Source: an optimization exercise on an open RTL-to-GDS flow (aim: small area and a short achievable clock period). Production flows keep margins and buffers that such runs may drop. Only simulation tests tie the RTL to the original design; equivalence was not proved. Power is estimated from default activity; no workload was simulated. The flow treats the clock pin as an ideal source, which a real chip does not have.

Design fofb_link, start of the top module:
module fofb_link (
  input  logic                       ethClk,
  input  logic                       arst_n,
  input  logic                       beat_valid,
  input  logic                       beat_last,
  input  logic [32-1:0]   beat_value,
  input  logic [4-1:0]     readback_cmd,
  input  logic                       tx_ack,
  input  logic                       tx_strobe,
  input  logic                       tx_warn,
  input  logic                       rx_ready,
  input  logic                       rx_strobe,
  input  logic [7:0]                 rx_data,
  output logic                       tx_req,
  output logic [11-1:0]     tx_length,
  output logic [7:0]                 data_tx,
  output logic                       record_valid,
  output logic [7:0]                 record_supply,
  output logic [32-1:0]   record_value,
  output logic                       hdr_bad
);
Settings: LEC_CHECK=0, CAP_MARGIN=20, CORE_MARGIN=2, CORE_UTILIZATION=70, CTS_CLUSTER_DIAMETER=100, CTS_CLUSTER_SIZE=30, SETUP_SLACK_MARGIN=2.6, SLEW_MARGIN=20; clock period 5.0 ns.
standard.sh (not shown) runs the stock make flow with config.mk's settings and CLKGATE_MAP_FILE= SYNTH_SCRIPT=/design/flow/synth_recipe.tcl, a recipe that flattens the netlist after the stock synthesis.
==> flow/flow/run.sh <==
#!/bin/bash
# Standard layout, with every port buffered by a plain buffer (buf_1) in
# place of the delay cell buffer_ports picks by default.
set -euo pipefail
bash standard.sh "BUFFER_PORTS_ARGS=-buffer_cell sky130_fd_sc_hd__buf_1" finish > standard_flow.log 2>&1
Change:
==> flow/flow/run.sh (replaced) <==
#!/bin/bash
# Standard layout, with every port buffered by a plain buffer (buf_1) in
# place of the delay cell buffer_ports picks by default, and the command
# input pins placed beside the data output pins they drive combinationally.
set -euo pipefail
here=$(pwd)
bash standard.sh "BUFFER_PORTS_ARGS=-buffer_cell sky130_fd_sc_hd__buf_1" \
  "IO_CONSTRAINTS=$here/flow/io.tcl" finish > standard_flow.log 2>&1
==> flow/flow/io.tcl (new file) <==
# Keep the command inputs next to the data outputs they reach through one gate.
set_io_pin_constraint -group -order -pin_names {data_tx[0] readback_cmd[0] data_tx[1] readback_cmd[1] data_tx[2] readback_cmd[2] data_tx[3] readback_cmd[3]}
--- a/flow/config.mk
+++ b/flow/config.mk
@@ -8,5 +8,5 @@
 export CAP_MARGIN = 20
 export CORE_MARGIN = 2
-export CORE_UTILIZATION = 70
+export CORE_UTILIZATION = 82
 export CTS_CLUSTER_DIAMETER = 100
 export CTS_CLUSTER_SIZE = 30
Outcome:
- The changed run stopped in detailed placement
- area after synthesis does not change
- synthesized cell count is unchanged
Change:
--- a/flow/config.mk
+++ b/flow/config.mk
@@ -8,7 +8,8 @@
 export CAP_MARGIN = 20
 export CORE_MARGIN = 2
-export CORE_UTILIZATION = 82
-export CTS_CLUSTER_DIAMETER = 100
-export CTS_CLUSTER_SIZE = 30
+export CORE_UTILIZATION = 70
+export CTS_BUF_LIST = sky130_fd_sc_hd__clkbuf_8
+export CTS_CLUSTER_DIAMETER = 80
+export CTS_CLUSTER_SIZE = 20
 export SETUP_SLACK_MARGIN = 2.6
 export SLEW_MARGIN = 20
Outcome: This time the run completed without violations. Synthesized area does not change. Synthesized cell count is unchanged.
Change:
--- a/flow/config.mk
+++ b/flow/config.mk
@@ -9,7 +9,6 @@
 export CORE_MARGIN = 2
 export CORE_UTILIZATION = 70
-export CTS_BUF_LIST = sky130_fd_sc_hd__clkbuf_8
-export CTS_CLUSTER_DIAMETER = 80
-export CTS_CLUSTER_SIZE = 20
-export SETUP_SLACK_MARGIN = 2.6
+export CTS_CLUSTER_DIAMETER = 100
+export CTS_CLUSTER_SIZE = 30
+export SETUP_SLACK_MARGIN = 2.75
 export SLEW_MARGIN = 20
Effect:
- The new run went through all stages and came out clean
- via count went up slightly
- fmax climbs slightly
- wire length is higher by a few percent
- clock-buffer cell count fell by 11

run 1:
Starting RTL as in the previous note.
Settings: LEC_CHECK=0, CAP_MARGIN=20, CORE_MARGIN=2, CORE_UTILIZATION=70, CTS_CLUSTER_DIAMETER=100, CTS_CLUSTER_SIZE=30, SETUP_SLACK_MARGIN=2.6, SLEW_MARGIN=20; clock period 5.0 ns.
==> flow/flow/run.sh <==
#!/bin/bash
# Standard layout, with every port buffered by a plain buffer (buf_1) in
# place of the delay cell buffer_ports picks by default, and the command
# input pins placed beside the data output pins they drive combinationally.
set -euo pipefail
here=$(pwd)
bash standard.sh "BUFFER_PORTS_ARGS=-buffer_cell sky130_fd_sc_hd__buf_1" \
  "IO_CONSTRAINTS=$here/flow/io.tcl" finish > standard_flow.log 2>&1
==> flow/flow/io.tcl <==
# Keep the command inputs next to the data outputs they reach through one gate.
set_io_pin_constraint -group -order -pin_names {data_tx[0] readback_cmd[0] data_tx[1] readback_cmd[1] data_tx[2] readback_cmd[2] data_tx[3] readback_cmd[3]}
Changes in run 2 relative to run 1:
Settings: changing CORE_UTILIZATION from 70 to 76.
--- outcome ---
Run 2: aborted in detailed placement (3_5_place_dp) (tool error). In terms of share of flip-flops with an asynchronous set or reset after synthesis, run 1 and run 2 differ only marginally. For the die width, run 2 came in 9.5 µm lower than run 1 did. As far as top-level I/O count goes, run 1 and run 2 are indistinguishable; the numbers are identical. Changes observed in run 2 relative to run 1: number of cells produced by synthesis ~0 delta; half-perimeter wire length of the detailed placement result went up by 1.9 mm; row count fell about 4.7%; post-synthesis share of cell area spent on full adders, half adders and majority gates closely matched the old numbers. Run 2 — die boundary height 4.0% lower, run 1 as reference. Across both runs, initial standard-cell utilization of the core was higher for run 2 than for run 1.
Here is what was changed in the inputs of run 3 compared with run 2.
Settings: swapping 76 for 70 in CORE_UTILIZATION.
==> flow/flow/run.sh <==
#!/bin/bash
# Standard layout, with every port buffered by a plain buffer (buf_1) in
# place of the delay cell buffer_ports picks by default, the command input
# pins placed beside the data output pins they drive combinationally, and
# clock tree synthesis without dummy loads.
set -euo pipefail
here=$(pwd)
bash standard.sh "BUFFER_PORTS_ARGS=-buffer_cell sky130_fd_sc_hd__buf_1" \
  "IO_CONSTRAINTS=$here/flow/io.tcl" \
  "CTS_ARGS=-sink_clustering_enable -repair_clock_nets -sink_clustering_size 30 -sink_clustering_max_diameter 100 -dont_use_dummy_load" \
  finish > standard_flow.log 2>&1
## What came out
- Run 3: no failed stages, no open violations at the end
- Looking at run 2 and run 3, the synthesized-area fraction occupied by ao, oa, aoi and oai cells is a wash.
- Between run 2 and run 3, the average cell area after synthesis figures differ only marginally.
- Relative to run 2, the floorplan die width of run 3 is higher by about 4%.
- The adder-cell share of the synthesized area was comparable across run 2 and run 3.
- Area after synthesis delta (run 3 -> run 2): insignificant
- Reported for run 2 and run 3, gate count after technology mapping turned out identical to the last digit.
- [run 3] vertical extent of the die rose 4.1% relative to run 2
- Taking run 3 as 1.0, run 2 lands at 1.06 on final RePlAce weighted congestion.
- Run 3 vs run 2: detailed-placement wirelength estimate down by a few percent
- In the metrics for run 2 and run 3, the one carrying the higher number of core rows is run 3.
- Run 3: starting density of the core 6.5 points below run 2
Input changes introduced in run 4 (baseline for comparison: run 3):
Settings: CORE_UTILIZATION: 70 -> 60; CTS_CLUSTER_DIAMETER: 100 -> unset; CTS_CLUSTER_SIZE: 30 -> unset.
==> flow/flow/run.sh <==
#!/bin/bash
# Standard layout, with every port buffered by a plain buffer (buf_1) in
# place of the delay cell buffer_ports picks by default.
set -euo pipefail
bash standard.sh "BUFFER_PORTS_ARGS=-buffer_cell sky130_fd_sc_hd__buf_1" finish > standard_flow.log 2>&1
removed: flow/flow/io.tcl
==> comparison <==
Number of instances resized during post-cts repair: higher on run 3. [run 4 vs run 3] upper clock frequency limit: lower in run 4. Compared with run 3, run 4 shows a higher detailed-route wire length. Of run 4 and run 3, it is run 4 that has the lower final routed wire length divided by cell count. The capture point of the critical path comes out data_tx[0] in one run and data_tx[3] in the other, namely in run 3 and run 4 respectively. Run 4 has met2 layer usage reported by global route below what run 3 had. The relative area of clock buffers and inverters in the final design of run 4 is higher than that of run 3.

== v47 ==
Starting RTL as in the previous note.
==> flow/config.mk <==
export PLATFORM = sky130hd
export DESIGN_NAME = fofb_link
export DESIGN_NICKNAME = fofb_link
export VERILOG_FILES = /design/flow/design.v
export SDC_FILE = /design/flow/constraint.sdc
export NUM_CORES = 4
export LEC_CHECK = 0
export CAP_MARGIN = 20
export CORE_MARGIN = 2
export CORE_UTILIZATION = 70
export CTS_CLUSTER_DIAMETER = 100
export CTS_CLUSTER_SIZE = 30
export SETUP_SLACK_MARGIN = 2.65
export SLEW_MARGIN = 20
==> flow/constraint.sdc <==
create_clock -name core_clock -period 5.0 [get_ports {ethClk}]
set_input_delay 1.0000 -clock core_clock [delete_from_list [all_inputs] [get_ports {ethClk}]]
set_output_delay 1.0000 -clock core_clock [all_outputs]
set_load 0.01 [all_outputs]
==> flow/flow/run.sh <==
#!/bin/bash
# Standard layout, with every port buffered by a plain buffer (buf_1) in
# place of the delay cell buffer_ports picks by default, the command input
# pins placed beside the data output pins they drive combinationally, and
# clock tree synthesis without dummy loads.
set -euo pipefail
here=$(pwd)
bash standard.sh "BUFFER_PORTS_ARGS=-buffer_cell sky130_fd_sc_hd__buf_1" \
  "IO_CONSTRAINTS=$here/flow/io.tcl" \
  "CTS_ARGS=-sink_clustering_enable -repair_clock_nets -sink_clustering_size 30 -sink_clustering_max_diameter 100 -dont_use_dummy_load" \
  finish > standard_flow.log 2>&1
==> flow/flow/io.tcl <==
# Keep the command inputs next to the data outputs they reach through one gate.
set_io_pin_constraint -group -order -pin_names {data_tx[0] readback_cmd[0] data_tx[1] readback_cmd[1] data_tx[2] readback_cmd[2] data_tx[3] readback_cmd[3]}
The inputs of v4 differ from those of v47 as listed below.
- SETUP_SLACK_MARGIN changed from 2.65 to 2.5
==> flow/flow/run.sh <==
#!/bin/bash
# Standard layout, with every port buffered by a plain buffer (buf_1) in
# place of the delay cell buffer_ports picks by default, and the command
# input pins placed beside the data output pins they drive combinationally.
set -euo pipefail
here=$(pwd)
bash standard.sh "BUFFER_PORTS_ARGS=-buffer_cell sky130_fd_sc_hd__buf_1" \
  "IO_CONSTRAINTS=$here/flow/io.tcl" finish > standard_flow.log 2>&1
## What came out
- Re number of storage elements in the synthesis netlist: no difference whatsoever between v4 and v47.
- The final-layout clock buffer total of v4 exceeds that of v47 by 14.
- Relative to v47, the global-route usage of v4 is higher by 0.45 points.
- Per the comparison of v4 with v47, power density over the cells rose by about 1.5%; met3 routing resource usage after global routing lost 0.53 points; first-pass iteration count of the detailed router decreased 3.
- Against v47, v4 comes in 0.18 ns higher on transition at the pin with the smallest max-transition slack.
- v4: met1 routed wirelength after detailed routing is about 1% higher than what v47 reported.
- Synthesized area delta (v4 -> v47): insignificant
What v8 does differently from v4 at the input level:
- a deleted CTS_CLUSTER_SIZE that had been 30
- a change of CORE_UTILIZATION from 70 to 60
- a deleted CTS_CLUSTER_DIAMETER that had been 100
- a change of SETUP_SLACK_MARGIN from 2.5 to 2.6
==> flow/run.sh (new file) <==
#!/bin/bash
# synth_recipe.tcl (not shown) runs the flow's synth.tcl, then flattens the netlist and writes it again
# the make line also repeats each setting of config.mk as NAME=value (left out here)
make -C /OpenROAD-flow-scripts/flow DESIGN_CONFIG=/design/flow/config.mk WORK_HOME=/design/flow/orfs CLKGATE_MAP_FILE= SYNTH_SCRIPT=/design/flow/synth_recipe.tcl finish
removed: flow/flow/run.sh
removed: flow/flow/io.tcl
removed: flow/standard.sh
### Flow results
Going from v4 to v8, the wire length was found to have gone up by 8.7%.
Against v4, v8 reports a worst-case register-to-register setup slack that is higher.
Cell count of the worst reg-to-reg path is higher on v8
v8 vs v4: die area up by more than 10%
When v8 is set beside v4, its fraction of final layout cells sized beyond drive strength 1 turns out to be 7.1 points larger.
Clock power: v8 vs v4 up about 90%

## what the ideal ports hide
Ports are ideal in the flow. The routed layouts listed here were re-timed in OpenROAD.
Step 1 sets driving cells, clkbuf_16 on the clock port and buf_2 on the other inputs (assumed; they add their load-dependent delay and slew).
Step 2 adds t to the input delays and takes it off the output delays; t is the mean of the earliest and latest rising clock arrival at the registers after step 1. Input paths then give back, and output paths get back, about the clock's delay inside the block.
Three values: ideal ports, drivers, drivers and shift; two values: the first two.
run | t, ns | setup WS [ns] | hold slack, ns | pins driven straight from the clock port
the first run of note 1 | 0.676 | 2.549 / 2.507 / 2.114 | 0.419 / 0.384 / 0.419 | 1
the third run of note 1 | 0.716 | 2.583 / 2.558 / 2.066 | 0.364 / 0.333 / 0.406 | 1
the fourth run of note 1 | 0.678 | 2.620 / 2.582 / 2.144 | 0.411 / 0.405 / 0.411 | 1
run 1 | 0.664 | 2.615 / 2.583 / 2.079 | 0.406 / 0.379 / 0.406 | 1
run 3 | 0.645 | 2.614 / 2.583 / 2.061 | 0.374 / 0.374 / 0.374 | 1
run 4 | 0.715 | 2.539 / 2.492 / 2.120 | 0.409 / 0.409 / 0.409 | 1
v47 | 0.646 | 2.633 / 2.595 / 2.182 | 0.376 / 0.376 / 0.376 | 1
v4 | 0.674 | 2.538 / 2.516 / 2.150 | 0.417 / 0.417 / 0.417 | 1
v8 | 0.708 | 2.533 / 2.487 / 2.082 | 0.405 / 0.405 / 0.405 | 1
After both steps every run listed still meets setup and hold. For run 3, which loses most, drivers alone change the setup slack by -0.031 ns; drivers and shift together by -0.553 ns.
